Context: an optimization exercise on an open-source flow, tuned for small area, a short achievable clock period and few clock cycles per item. The choices shown serve that exercise and are no tape-out recipe.
Where RTL was checked, it was by simulation tests only, not by an equivalence proof against the original.
No activity file was given, so power comes from the tool's default toggle rates.

## run Z
==> flow/design.v (excerpt) <==
module pointer_motion_scaler_unit (
  input  logic               clk,
  input  logic               rst,
  input  logic               ev_valid,
  output logic               ev_ready,
  input  logic               ev_func,
  input  logic [2:0]         ev_event_kind,
  input  logic signed [15:0] ev_motion_value,
  input  logic               ev_sync_flag,
  input  logic [2:0]         ev_action,
  output logic               res_valid,
  input  logic               res_ready,
  output logic signed [15:0] res_scaled_value,
  output logic               res_keep_event
);
  function automatic logic [1:0] q0tab(input logic [6:0] x);
    case (x)
      7'd0: q0tab = 2'd1;
      7'd1: q0tab = 2'd1;
      7'd2: q0tab = 2'd0;
      7'd3: q0tab = 2'd0;
      7'd4: q0tab = 2'd0;
      7'd5: q0tab = 2'd0;
      7'd6: q0tab = 2'd2;
      7'd7: q0tab = 2'd2;
      7'd8: q0tab = 2'd1;
      7'd9: q0tab = 2'd1;
      7'd10: q0tab = 2'd0;
      7'd11: q0tab = 2'd0;
      7'd12: q0tab = 2'd0;
      7'd13: q0tab = 2'd0;
      7'd14: q0tab = 2'd0;
      7'd15: q0tab = 2'd2;
      7'd16: q0tab = 2'd1;
      7'd17: q0tab = 2'd0;
      7'd18: q0tab = 2'd0;
      7'd19: q0tab = 2'd0;
      7'd20: q0tab = 2'd0;
      7'd21: q0tab = 2'd0;
      7'd22: q0tab = 2'd0;
      7'd23: q0tab = 2'd2;
      7'd24: q0tab = 2'd1;
      7'd25: q0tab = 2'd0;
      7'd26: q0tab = 2'd0;
      7'd27: q0tab = 2'd0;
      7'd28: q0tab = 2'd0;
      7'd29: q0tab = 2'd0;
      7'd30: q0tab = 2'd0;
      7'd31: q0tab = 2'd0;
      7'd32: q0tab = 2'd1;
  ...
clock: 10.0 ns
lec_check: 0
abc_area: 1
cap_margin: 20
core_margin: 2
core_utilization: 40
setup_slack_margin: 5
slew_margin: 20
run.sh (not shown) runs the stock make flow with config.mk's settings and CLKGATE_MAP_FILE= SYNTH_SCRIPT=/design/flow/synth_recipe.tcl, a recipe that flattens the netlist after the stock synthesis.
#### Input delta (run E over run Z)
--- a/flow/design.v
+++ b/flow/design.v
@@ -453,37 +453,46 @@
   logic signed [15:0] r_v;
   logic              m_valid;
   logic [17:0]       m_a1;
   logic [6:0]        m_hb;
   logic [5:0]        m_st;
   logic              m_d1, m_sig, m_kf;
+  logic              n_valid;
+  logic [15:0]       n_w;
+  logic              n_d1, n_kf;
   logic              o_valid;
   logic signed [15:0] o_value;
   logic              o_keep;
-  logic o_free, r_adv, r_ld, accept, accept1;
-  logic full_m, full_r, full_p;
-  logic o_valid_d, m_valid_d, r_valid_d;
+  logic o_free, n_adv, r_adv, r_ld, accept, accept1;
+  logic full_n, full_m, full_r, full_p;
+  logic o_valid_d, n_valid_d, m_valid_d, r_valid_d;
   assign o_free   = res_ready || !o_valid;
+  assign n_adv    = res_ready || !full_n;
   assign r_adv    = res_ready || !full_m;
   assign ev_ready = res_ready || !full_p;
   assign r_ld     = res_ready || !full_r;
   assign accept   = ev_valid && ev_ready;
+  logic full_n_d;
+  assign full_n_d = o_valid_d && n_valid_d;
   always_comb begin
     r_valid_d = r_ld ? accept : r_valid;
     m_valid_d = r_adv ? (r_valid && r_evt) : m_valid;
-    o_valid_d = o_free ? m_valid : o_valid;
+    n_valid_d = n_adv ? m_valid : n_valid;
+    o_valid_d = o_free ? n_valid : o_valid;
   end
   always_ff @(posedge clk) begin
     if (rst) begin
+      full_n <= 1'b0;
       full_m <= 1'b0;
       full_r <= 1'b0;
       full_p <= 1'b0;
     end else begin
-      full_m <= o_valid_d && m_valid_d;
-      full_r <= o_valid_d && m_valid_d && r_valid_d;
-      full_p <= m_valid_d;
+      full_n <= o_valid_d && n_valid_d;
+      full_m <= o_valid_d && n_valid_d && m_valid_d;
+      full_r <= o_valid_d && n_valid_d && m_valid_d && r_valid_d;
+      full_p <= o_valid_d && m_valid_d;
     end
   end
   assign accept1  = r_valid && r_adv;
   logic       scale0, wheel0, sig0;
   logic [3:0] code;
   logic [1:0] k0, dcl0;
@@ -716,24 +725,33 @@
     sb = sa[14:0] + (sa[14:0] << 4);
     if (!sa[17] && sa[16:15] != 2'b00)       ys = 16'sh7fff;
     else if (sa[17] && sa[16:15] != 2'b11)   ys = m_sig ? 16'sh8001 : 16'sh8000;
     else if (m_sig && sa[15:0] == 16'h8000)  ys = 16'sh8001;
     else                                     ys = sa[15:0];
   end
+  always_ff @(posedge clk) begin
+    if (rst) n_valid <= 1'b0;
+    else if (n_adv) n_valid <= m_valid;
+    if (n_adv) begin
+      n_w  <= m_d1 ? ys : {1'b0, sb};
+      n_d1 <= m_d1;
+      n_kf <= m_kf;
+    end
+  end
   logic [14:0] sc;
   logic signed [15:0] yc;
   always_comb begin
-    sc = sb + (sb << 8);
-    yc = m_d1 ? ys : {sc[14], sc};
+    sc = n_w[14:0] + (n_w[14:0] << 8);
+    yc = n_d1 ? n_w : {sc[14], sc};
   end
   always_ff @(posedge clk) begin
     if (rst) o_valid <= 1'b0;
-    else if (o_free) o_valid <= m_valid;
+    else if (o_free) o_valid <= n_valid;
     if (o_free) begin
       o_value <= yc;
-      o_keep  <= m_kf || (yc != 16'sd0);
+      o_keep  <= n_kf || (yc != 16'sd0);
     end
   end
   assign res_valid        = o_valid;
   assign res_scaled_value = o_value;
   assign res_keep_event   = o_keep;
 endmodule
## What came out
Diff run Z -> run E: starting density of the core has increased; clock skew after layout now sits at about the same level. Summary of run E over run Z: sequential cell fraction of total power now sits higher; clock-pin slew on the worst setup and hold paths now sits at about the same level; final hold slack now sits lower; area of the mapped netlist now sits higher; die area now sits higher. Run E leaves more setup margin than run Z. Relative to run Z, run E improves fmax. When the final numbers for run E and run Z were put side by side, the share of post-route cells with drive strength above 1 turned out to be greater in run Z. In run E, met2 capacity usage during global routing is lower than in run Z.
Testbench counts of run E, summed over its fixed seeds: cycles 8,016, items 8,000.
For run Z, only the layout was checked, not whether the RTL still works.

========
pointer_motion_scaler_unit, a different RTL version from the one above (not shown whole).
Size: ~1600 cells after synthesis, ~120 flip-flops, roughly 47 I/O pins, roughly 12000 sq um of cells after synthesis.
Settings: LEC_CHECK=0, ABC_AREA=1, CAP_MARGIN=20, CORE_MARGIN=2, CORE_UTILIZATION=40, SETUP_SLACK_MARGIN=5, SLEW_MARGIN=20; clock period 10.0 ns.
Testbench counts at the start, summed over its fixed seeds: cycles 8,012, items 8,000.
Rerun with:
--- a/flow/design.v
+++ b/flow/design.v
@@ -437,15 +437,15 @@
       add5oh[j] = 1'b0;
       for (int i = 0; i < 5; i++) add5oh[j] = add5oh[j] | (a[i] & b[(j - i + 5) % 5]);
     end
   endfunction
   logic [2:0]  mouse_level, scroll_level;
   logic        inv_h, inv_v;
   logic [1:0]  clow0, clow1, clow2, clow3;
-  logic [4:0]  cdig2, cdig3;
+  logic [2:0]  cdig2, cdig3;    
   logic        csgn0, csgn1, csgn2, csgn3;
   localparam logic [1:0] D1 = 2'd0, D3 = 2'd1, D5 = 2'd2, D20 = 2'd3;
   logic               r_valid, r_evt, r_kf, r_scale, r_sig, r_q0z, r_q0m1;
   logic [5:0]         r_ns;
   logic [2:0]         r_msel;   
   logic               r_lneg;   
   logic               r_clrm, r_clrs;
@@ -622,21 +622,22 @@
   logic       csgn;
   logic [2:0] ls;
   logic [1:0] nlow;
   logic       k1;
   logic [4:0] cd5, s5;
   logic [2:0] cd3, s3;
   logic [4:0] ndig;
+  logic [2:0] ndigb;
   logic       w5, w3, wrap, nz, nneg, nsg;
   always_comb begin
     case (r_axis)
       2'd0:    begin clow = clow0; cdig = 5'b00001; csgn = csgn0; end
       2'd1:    begin clow = clow1; cdig = 5'b00001; csgn = csgn1; end
-      2'd2:    begin clow = clow2; cdig = cdig2;    csgn = csgn2; end
-      default: begin clow = clow3; cdig = cdig3;    csgn = csgn3; end
+      2'd2:    begin clow = clow2; cdig = 5'b00001 << cdig2; csgn = csgn2; end
+      default: begin clow = clow3; cdig = 5'b00001 << cdig3; csgn = csgn3; end
     endcase
     ls = 3'(low) + 3'(clow);
     case (k)
       2'd1:    begin k1 = low[0] & clow[0]; nlow = {1'b0, low[0] ^ clow[0]}; end
       2'd2:    begin k1 = ls[2]; nlow = ls[1:0]; end
       default: begin k1 = 1'b0;  nlow = 2'd0; end
     endcase
@@ -650,14 +651,15 @@
     s3  = add3oh(r[2:0], cd3);
     w3  = (k1 & cdig[2]) | (r[1] & cd3[2]) | (r[2] & cd3[1]) | (r[2] & cd3[2]);
     case (dcl)
       D3:      begin ndig = {2'b00, s3}; wrap = w3; end
       D5, D20: begin ndig = s5;          wrap = w5; end
       default: begin ndig = 5'b00001;    wrap = k1; end
     endcase
+    ndigb = {ndig[4], ndig[3] | ndig[2], ndig[3] | ndig[1]};
     nz   = (nlow != 2'd0) || !ndig[0];
     nneg = q0m2 || (q0m1 && !(wrap && !csgn)) || (q0z && csgn && !wrap);
     nsg  = nneg && nz;
   end
   logic [6:0] hb;
   logic [5:0] st;
   logic       am1, ap1, ap2;
@@ -672,30 +674,30 @@
       2'b10:   st = am1 ? -6'sd15 : ap1 ?  6'sd15 : ap2 ?  6'sd30 : 6'sd0;
       default: st = am1 ?  6'sd15 : ap1 ? -6'sd15 : ap2 ? -6'sd30 : 6'sd0;
     endcase
   end
   always_ff @(posedge clk) begin
     if (rst) begin
       clow0 <= '0; clow1 <= '0; clow2 <= '0; clow3 <= '0;
-      cdig2 <= 5'b00001; cdig3 <= 5'b00001;
+      cdig2 <= 3'd0; cdig3 <= 3'd0;
       csgn0 <= 1'b0; csgn1 <= 1'b0; csgn2 <= 1'b0; csgn3 <= 1'b0;
     end else if (accept1) begin
       if (r_clrm) begin
         clow0 <= '0; clow1 <= '0; csgn0 <= 1'b0; csgn1 <= 1'b0;
       end
       if (r_clrs) begin
         clow2 <= '0; clow3 <= '0; csgn2 <= 1'b0; csgn3 <= 1'b0;
-        cdig2 <= 5'b00001; cdig3 <= 5'b00001;
+        cdig2 <= 3'd0; cdig3 <= 3'd0;
       end
       if (r_evt && r_scale) begin
         case (r_axis)
           2'd0: begin clow0 <= nlow; csgn0 <= nsg; end
           2'd1: begin clow1 <= nlow; csgn1 <= nsg; end
-          2'd2: begin clow2 <= nlow; cdig2 <= ndig; csgn2 <= nsg; end
-          default: begin clow3 <= nlow; cdig3 <= ndig; csgn3 <= nsg; end
+          2'd2: begin clow2 <= nlow; cdig2 <= ndigb; csgn2 <= nsg; end
+          default: begin clow3 <= nlow; cdig3 <= ndigb; csgn3 <= nsg; end
         endcase
       end
     end
   end
   always_ff @(posedge clk) begin
     if (rst) m_valid <= 1'b0;
     else if (r_adv) m_valid <= r_valid && r_evt;
Result: The changed run completed without violations; via count goes down by about 0.5%; non-clock buffer count went up by 10; clock skew decreases by 7.6 ps; synthesized area decreases by 1.2%; die area came out lower by 1.2%.
The RTL of the second run of this note was laid out without a check of its function.

-- what the ideal ports hide --
Ports are ideal in the flow. The routed layouts listed here were re-timed in OpenROAD. Step 1 sets driving cells, clkbuf_16 on the clock port and buf_2 on the other inputs (assumed; they add their load-dependent delay and slew). Step 2 also shifts input and output timing later by t, the mid clock arrival at the registers, as if the neighbouring blocks saw the same clock. Slacks: ideal / step 1 / step 2; pairs: ideal / step 1.
run | t, ns | slack for setup (ns) | worst hold slack (ns) | worst register clock-pin slew, ns | pins driven straight from the clock port
run Z | 0.476 | 4.770 / 4.770 / 4.668 | 0.448 / 0.448 / 0.448 | 0.06 / 0.06 | 1
run E | 0.476 | 5.039 / 5.009 / 4.737 | 0.416 / 0.416 / 0.416 | 0.07 / 0.07 | 1
the first run of note 2 | 0.468 | 5.104 / 5.081 / 4.750 | 0.445 / 0.445 / 0.445 | 0.07 / 0.07 | 1
the second run of note 2 | 0.455 | 4.987 / 4.987 / 4.756 | 0.453 / 0.453 / 0.453 | 0.06 / 0.06 | 1
After both steps every run listed still meets setup and hold. The setup slack of the first run of note 2, which loses most, moves by -0.023 ns with the drivers and by -0.354 ns with both steps.
